From an optimization exercise on the open Yosys and OpenROAD flow, aimed at small area and a short achievable clock period; shortcuts taken in it are not production practice.
Where RTL was checked, it was by simulation tests only, not by an equivalence proof against the original.
Power and IR drop assume default switching activity.

==> flow/design.v (excerpt) <==
module ioPlatformTop #(
  parameter int NumHarts = 2,
  parameter int NumIrqs  = 8
) (
  input  logic                clk_i,
  input  logic                arstN_i,
  input  logic                reqValid_i,
  input  logic                reqWrite_i,
  input  ioPlatformPkg::ioAddrT              reqAddr_i,
  input  ioPlatformPkg::ioDataT              reqWdata_i,
  input  logic                uartIrq_i,
  input  logic                sdIrq_i,
  output logic                rspValid_o,
  output ioPlatformPkg::ioDataT              rspData_o,
  output logic                rspErr_o,
  output logic [NumHarts-1:0] msip_o,
  output logic [NumHarts-1:0] mtip_o,
  output logic [NumHarts-1:0] extIrq_o
);
export LEC_CHECK = 0
export CAP_MARGIN = 20
export CORE_MARGIN = 2
export CORE_UTILIZATION = 40
export CTS_BUF_LIST = sky130_fd_sc_hd__clkbuf_4 sky130_fd_sc_hd__clkbuf_8
export SLEW_MARGIN = 20
export SYNTH_HIERARCHICAL = 1
export TNS_END_PERCENT = 0
create_clock -name core_clock -period 13.0 [get_ports {clk_i}]
standard.sh (not shown) runs the stock make flow with config.mk's settings and CLKGATE_MAP_FILE= SYNTH_SCRIPT=/design/flow/synth_recipe.tcl, a recipe that flattens the netlist after the stock synthesis.
==> flow/flow/run.sh <==
#!/bin/bash
# Standard ORFS layout (the standard.sh, standard synthesis unchanged) with
# these layout choices changed:
#  - after synthesis every combinational cell is set to its smallest drive
#    strength (flow/downsize.tcl); the repair steps upsize where timing needs it
#  - port buffers are plain buf_2 cells instead of the delay cell buffer_ports
#    picks
#  - repair_timing aims for a setup margin near the period this design reaches
# make's full output goes to flow_make.log; ORFS keeps each step's log under
# orfs/logs.
set -euo pipefail
here=$(pwd)
bash standard.sh \
  SETUP_SLACK_MARGIN=9.1 \
  "BUFFER_PORTS_ARGS=-buffer_cell sky130_fd_sc_hd__buf_2" \
  POST_SYNTH_TCL="$here/flow/downsize.tcl" \
  finish > flow_make.log 2>&1
==> flow/flow/downsize.tcl <==
# Sets every combinational cell of the synthesized netlist to the smallest
# drive strength of its function (same cell name up to the _N suffix), so
# that the later repair steps upsize only where timing asks for it.
set n 0
foreach inst [get_cells *] {
  set master [get_property $inst ref_name]
  if { ![regexp {^(sky130_fd_sc_hd__([a-z0-9]+))_([0-9]+)$} $master -> base kind size] } {
    continue
  }
  # flip-flops keep the cell synthesis gave them; tie cells stay as they are
  if { [regexp {^(df|edf|sdf|sedf|dl|conb|clk|probe|lpflow|tap|fill|decap|diode)} $kind] } {
    continue
  }
  set best ""
  set bestArea 1e9
  foreach lc [get_lib_cells */${base}_*] {
    set name [get_property $lc name]
    if { ![regexp "^${base}_\[0-9\]+\$" $name] } { continue }
    if { [get_property $lc dont_use] } { continue }
    set area [get_property $lc area]
    # among cells of the same area, keep the strongest
    if { $area < $bestArea - 1e-3 || ($area < $bestArea + 1e-3 && $best ne ""
         && [get_property $lc name] > [get_property $best name]) } {
      set bestArea $area
      set best $lc
    }
  }
  if { $best ne "" && [get_property $best name] ne $master } {
    replace_cell $inst $best
    incr n
  }
}
puts "downsize: $n cells set to their smallest drive strength"
==> next run, changes <==
- CTS_BUF_LIST: sky130_fd_sc_hd__clkbuf_4 sky130_fd_sc_hd__clkbuf_8 -> sky130_fd_sc_hd__clkbuf_16
- CTS_CLUSTER_DIAMETER: unset -> 80
- CTS_CLUSTER_SIZE: unset -> 20
Total power decreases by 11%.
Clock skew is lower by 4.0 ps.
Global-route usage drops by 0.59 points.
Synthesized cell count does not change.
Design area fell by 0.50%.
Worst hold slack barely changes.
Core utilization goes down by 0.24 points.
==> next run, changes <==
- CORE_UTILIZATION: 40 -> 65
- CTS_BUF_LIST: sky130_fd_sc_hd__clkbuf_16 -> sky130_fd_sc_hd__clkbuf_4 sky130_fd_sc_hd__clkbuf_8
- CTS_CLUSTER_DIAMETER: 80 -> 70
- CTS_CLUSTER_SIZE: 20 -> 14
- PLACE_DENSITY: unset -> 0.75
Clock-buffer cell count climbs by 17.
Setup slack got worse by 160 ps.
Sequential share of layout area climbs by 1.4 points.
Global-route usage climbs by 12 points.
Routed wire length drops by 5.8%.
Total power drops by 13%.
Cell count drops by 7.4%.
==> next run, changes <==
- CORE_UTILIZATION: 65 -> 40
- CTS_BUF_LIST: sky130_fd_sc_hd__clkbuf_4 sky130_fd_sc_hd__clkbuf_8 -> unset
- CTS_CLUSTER_DIAMETER: 70 -> unset
- CTS_CLUSTER_SIZE: 14 -> unset
- PLACE_DENSITY: 0.75 -> unset
The new run completed without violations.
Hold slack is worse by 9.1 ps.
Count of clock-buffer cells in the layout increases by 4.
Core utilization decreases by 27 points.
Fmax increases by 3.4%.
Total power increases by 30%.
Register-to-register slack is better by 100 ps.
Via count decreases by 2.2%.
Sequential cell count is unchanged.
==> next run, changes <==
--- a/flow/flow/downsize.tcl
+++ b/flow/flow/downsize.tcl
@@ -1,3 +1,3 @@
 # Sets every combinational cell of the synthesized netlist to the smallest
-# drive strength of its function (same cell name up to the _N suffix), so
+# drive strength of its function (at least _1) (same cell name up to the _N suffix), so
 # that the later repair steps upsize only where timing asks for it.
@@ -18,2 +18,4 @@
     if { ![regexp "^${base}_\[0-9\]+\$" $name] } { continue }
+    # the _0 cells are weaker than _1 for little or no area
+    if { [regexp {_0$} $name] } { continue }
     if { [get_property $lc dont_use] } { continue }
- CTS_BUF_LIST: unset -> sky130_fd_sc_hd__clkbuf_4 sky130_fd_sc_hd__clkbuf_8
- CTS_CLUSTER_DIAMETER: unset -> 70
- CTS_CLUSTER_SIZE: unset -> 14
Outcome: Register-to-register slack hardly moves. Clock power goes down by 43%. Combinational power stays flat. Total power shrinks by 21%. Setup slack improves by 9.0 ps. Final area shrinks by 3.5%. Sequential share of layout area increases by 1.4 points. Synthesized cell count does not change. Core utilization fell by 1.7 points.

* * *

Setup of run A:
Another version of the RTL of ioPlatformTop (not shown whole).
For scale: about 170 I/O pins, about 19000 um2 of cells after synthesis.
Settings: LEC_CHECK=0, CAP_MARGIN=20, CORE_MARGIN=2, CORE_UTILIZATION=40, CTS_BUF_LIST=sky130_fd_sc_hd__clkbuf_4 sky130_fd_sc_hd__clkbuf_8, CTS_CLUSTER_DIAMETER=70, CTS_CLUSTER_SIZE=14, SLEW_MARGIN=20, SYNTH_HIERARCHICAL=1, TNS_END_PERCENT=0; clock period 13.0 ns.
==> flow/flow/downsize.tcl <==
# Sets every combinational cell of the synthesized netlist to the smallest
# drive strength of its function (at least _1) (same cell name up to the _N suffix), so
# that the later repair steps upsize only where timing asks for it.
set n 0
foreach inst [get_cells *] {
  set master [get_property $inst ref_name]
  if { ![regexp {^(sky130_fd_sc_hd__([a-z0-9]+))_([0-9]+)$} $master -> base kind size] } {
    continue
  }
  # flip-flops keep the cell synthesis gave them; tie cells stay as they are
  if { [regexp {^(df|edf|sdf|sedf|dl|conb|clk|probe|lpflow|tap|fill|decap|diode)} $kind] } {
    continue
  }
  set best ""
  set bestArea 1e9
  foreach lc [get_lib_cells */${base}_*] {
    set name [get_property $lc name]
    if { ![regexp "^${base}_\[0-9\]+\$" $name] } { continue }
    # the _0 cells are weaker than _1 for little or no area
    if { [regexp {_0$} $name] } { continue }
    if { [get_property $lc dont_use] } { continue }
    set area [get_property $lc area]
    # among cells of the same area, keep the strongest
    if { $area < $bestArea - 1e-3 || ($area < $bestArea + 1e-3 && $best ne ""
         && [get_property $lc name] > [get_property $best name]) } {
      set bestArea $area
      set best $lc
    }
  }
  if { $best ne "" && [get_property $best name] ne $master } {
    replace_cell $inst $best
    incr n
  }
}
puts "downsize: $n cells set to their smallest drive strength"
Scripts as last shown in full above: flow/flow/run.sh
Both conditions hold for run A: the flow ran to the end and the final layout passed the timing, design-rule and antenna checks.
The inputs of run B differ from those of run A as listed below.
--- a/flow/flow/downsize.tcl
+++ b/flow/flow/downsize.tcl
@@ -2 +2 @@
-# drive strength of its function (at least _1) (same cell name up to the _N suffix), so
+# drive strength of its function (same cell name up to the _N suffix), so
@@ -19,2 +18,0 @@
-    # the _0 cells are weaker than _1 for little or no area
-    if { [regexp {_0$} $name] } { continue }
==> comparison <==
- Summary of run B over run A: number of sequential cells flat, share of the cycle needed by the critical path after routing flat, mean cell area of the mapped netlist flat, hold buffer count at cts flat, count of non-filler cells in the finished layout flat.
## Diff of input files: run C against run B
--- a/flow/flow/downsize.tcl
+++ b/flow/flow/downsize.tcl
@@ -1,3 +0,0 @@
-# Sets every combinational cell of the synthesized netlist to the smallest
-# drive strength of its function (same cell name up to the _N suffix), so
-# that the later repair steps upsize only where timing asks for it.
@@ -13,0 +11,11 @@
+  # cells that drive many loads keep the size synthesis gave them
+  set loads 0
+  foreach pin [get_pins -of_objects $inst -filter "direction == output"] {
+    set net [get_nets -of_objects $pin]
+    if { $net ne "" } {
+      set loads [expr { $loads + [llength [get_pins -of_objects $net -filter "direction == input"]] }]
+    }
+  }
+  if { $loads > 4 } {
+    continue
+  }
@@ -18,0 +27,2 @@
+    # the _0 cells are weaker than _1 for little or no area
+    if { [regexp {_0$} $name] } { continue }
==> notes.md <==
On sum of routed wire length over all layers, run B and run C are basically level. Going from run B to run C, the critical path data required time was found to have gone up by 60 ps. Core outline area across run B and run C: no real change. Compared with run B, run C shows a lower post-route fraction of the period consumed by the critical path. The share of total power consumed by net switching of run B and that of run C are within noise of each other. In the route summary, run C ends up with a via count exceeding that of run B.
No run of this note included a check of the RTL's function; only the layout flow was run.

* * *

run Z:
ioPlatformTop with an RTL version that a note above also has.
For scale: roughly 2300 cells after synthesis.
Design ioPlatformTop, start of the top module:
module ioPlatformTop #(
  parameter int NumHarts = 2,
  parameter int NumIrqs  = 8
) (
  input  logic                clk_i,
  input  logic                arstN_i,
  input  logic                reqValid_i,
  input  logic                reqWrite_i,
  input  ioPlatformPkg::ioAddrT              reqAddr_i,
  input  ioPlatformPkg::ioDataT              reqWdata_i,
  input  logic                uartIrq_i,
  input  logic                sdIrq_i,
  output logic                rspValid_o,
  output ioPlatformPkg::ioDataT              rspData_o,
  output logic                rspErr_o,
  output logic [NumHarts-1:0] msip_o,
  output logic [NumHarts-1:0] mtip_o,
  output logic [NumHarts-1:0] extIrq_o
);
Settings: LEC_CHECK=0, CAP_MARGIN=20, CORE_MARGIN=2, CORE_UTILIZATION=40, CTS_BUF_LIST=sky130_fd_sc_hd__clkbuf_4 sky130_fd_sc_hd__clkbuf_8, CTS_CLUSTER_DIAMETER=70, CTS_CLUSTER_SIZE=14, SLEW_MARGIN=20, SYNTH_HIERARCHICAL=1, TNS_END_PERCENT=0; clock period 13.0 ns.
==> flow/flow/downsize.tcl <==
set n 0
foreach inst [get_cells *] {
  set master [get_property $inst ref_name]
  if { ![regexp {^(sky130_fd_sc_hd__([a-z0-9]+))_([0-9]+)$} $master -> base kind size] } {
    continue
  }
  # flip-flops keep the cell synthesis gave them; tie cells stay as they are
  if { [regexp {^(df|edf|sdf|sedf|dl|conb|clk|probe|lpflow|tap|fill|decap|diode)} $kind] } {
    continue
  }
  # cells that drive many loads keep the size synthesis gave them
  set loads 0
  foreach pin [get_pins -of_objects $inst -filter "direction == output"] {
    set net [get_nets -of_objects $pin]
    if { $net ne "" } {
      set loads [expr { $loads + [llength [get_pins -of_objects $net -filter "direction == input"]] }]
    }
  }
  if { $loads > 4 } {
    continue
  }
  set best ""
  set bestArea 1e9
  foreach lc [get_lib_cells */${base}_*] {
    set name [get_property $lc name]
    if { ![regexp "^${base}_\[0-9\]+\$" $name] } { continue }
    # the _0 cells are weaker than _1 for little or no area
    if { [regexp {_0$} $name] } { continue }
    if { [get_property $lc dont_use] } { continue }
    set area [get_property $lc area]
    # among cells of the same area, keep the strongest
    if { $area < $bestArea - 1e-3 || ($area < $bestArea + 1e-3 && $best ne ""
         && [get_property $lc name] > [get_property $best name]) } {
      set bestArea $area
      set best $lc
    }
  }
  if { $best ne "" && [get_property $best name] ne $master } {
    replace_cell $inst $best
    incr n
  }
}
puts "downsize: $n cells set to their smallest drive strength"
Scripts as last shown in full above: flow/flow/run.sh
#### Input delta (run F over run Z)
Settings: clearing CTS_CLUSTER_DIAMETER, which used to be 70; clearing CTS_CLUSTER_SIZE, which used to be 14.
-- flow/flow/run.sh --
<<< run Z, line 14
  SETUP_SLACK_MARGIN=9.1 \
>>> run F, line 14
  SETUP_SLACK_MARGIN=9.35 \
-- flow/flow/downsize.tcl --
<<< run Z, line 1
>>> run F, line 1
# Sets every combinational cell of the synthesized netlist to the smallest
# drive strength of its function (same cell name up to the _N suffix), so
# that the later repair steps upsize only where timing asks for it.
<<< run Z, line 11
  # cells that drive many loads keep the size synthesis gave them
  set loads 0
  foreach pin [get_pins -of_objects $inst -filter "direction == output"] {
    set net [get_nets -of_objects $pin]
    if { $net ne "" } {
      set loads [expr { $loads + [llength [get_pins -of_objects $net -filter "direction == input"]] }]
    }
  }
  if { $loads > 4 } {
    continue
  }
>>> run F, line 14
<<< run Z, line 27
    # the _0 cells are weaker than _1 for little or no area
    if { [regexp {_0$} $name] } { continue }
>>> run F, line 19
## What came out
| global-route wire length before repair | run F vs run Z | worse |. Row register-to-register slack: run F higher / run Z lower. Largest vdd supply drop went up by more than half going from run Z to run F. On first-iteration DRC count, run F does worse than run Z.

==> static timing again, ports no longer ideal <==
The flow's constraints put no driver on any port. The routed layouts listed below were extracted and timed again, unchanged, in two steps.
Step 1 assumes that a clkbuf_16 drives the clock port and a buf_2 every other input.
Step 2 times the ports against the registers' clock, not the clock port: input delays grow and output delays shrink by t, the midpoint of the rising clock arrivals with the driver on.
Slacks: ideal / step 1 / step 2; pairs: ideal / step 1.
run	shift t [ns]	slack for setup (ns)	latest minus earliest clock arrival (ns)
the first run of note 1	0.704	9.094 / 9.101 / 8.424	0.034 / 0.034
the second run of note 1	0.627	9.102 / 9.141 / 8.515	0.027 / 0.027
the third run of note 1	0.639	8.946 / 8.971 / 8.332	0.032 / 0.032
the fourth run of note 1	0.607	9.079 / 9.116 / 8.509	0.022 / 0.023
the fifth run of note 1	0.685	9.088 / 9.076 / 8.409	0.051 / 0.051
run A	0.684	8.947 / 8.982 / 8.298	0.026 / 0.026
run B	0.684	8.947 / 8.982 / 8.298	0.026 / 0.026
run C	0.702	8.969 / 8.987 / 8.285	0.028 / 0.029
run Z	0.698	9.073 / 9.096 / 8.408	0.034 / 0.034
run F	0.703	9.137 / 9.105 / 8.458	0.036 / 0.036
After both steps setup and hold are still met in every run listed. For run C, which loses most, drivers alone change the setup slack by +0.018 ns; drivers and shift together by -0.684 ns.
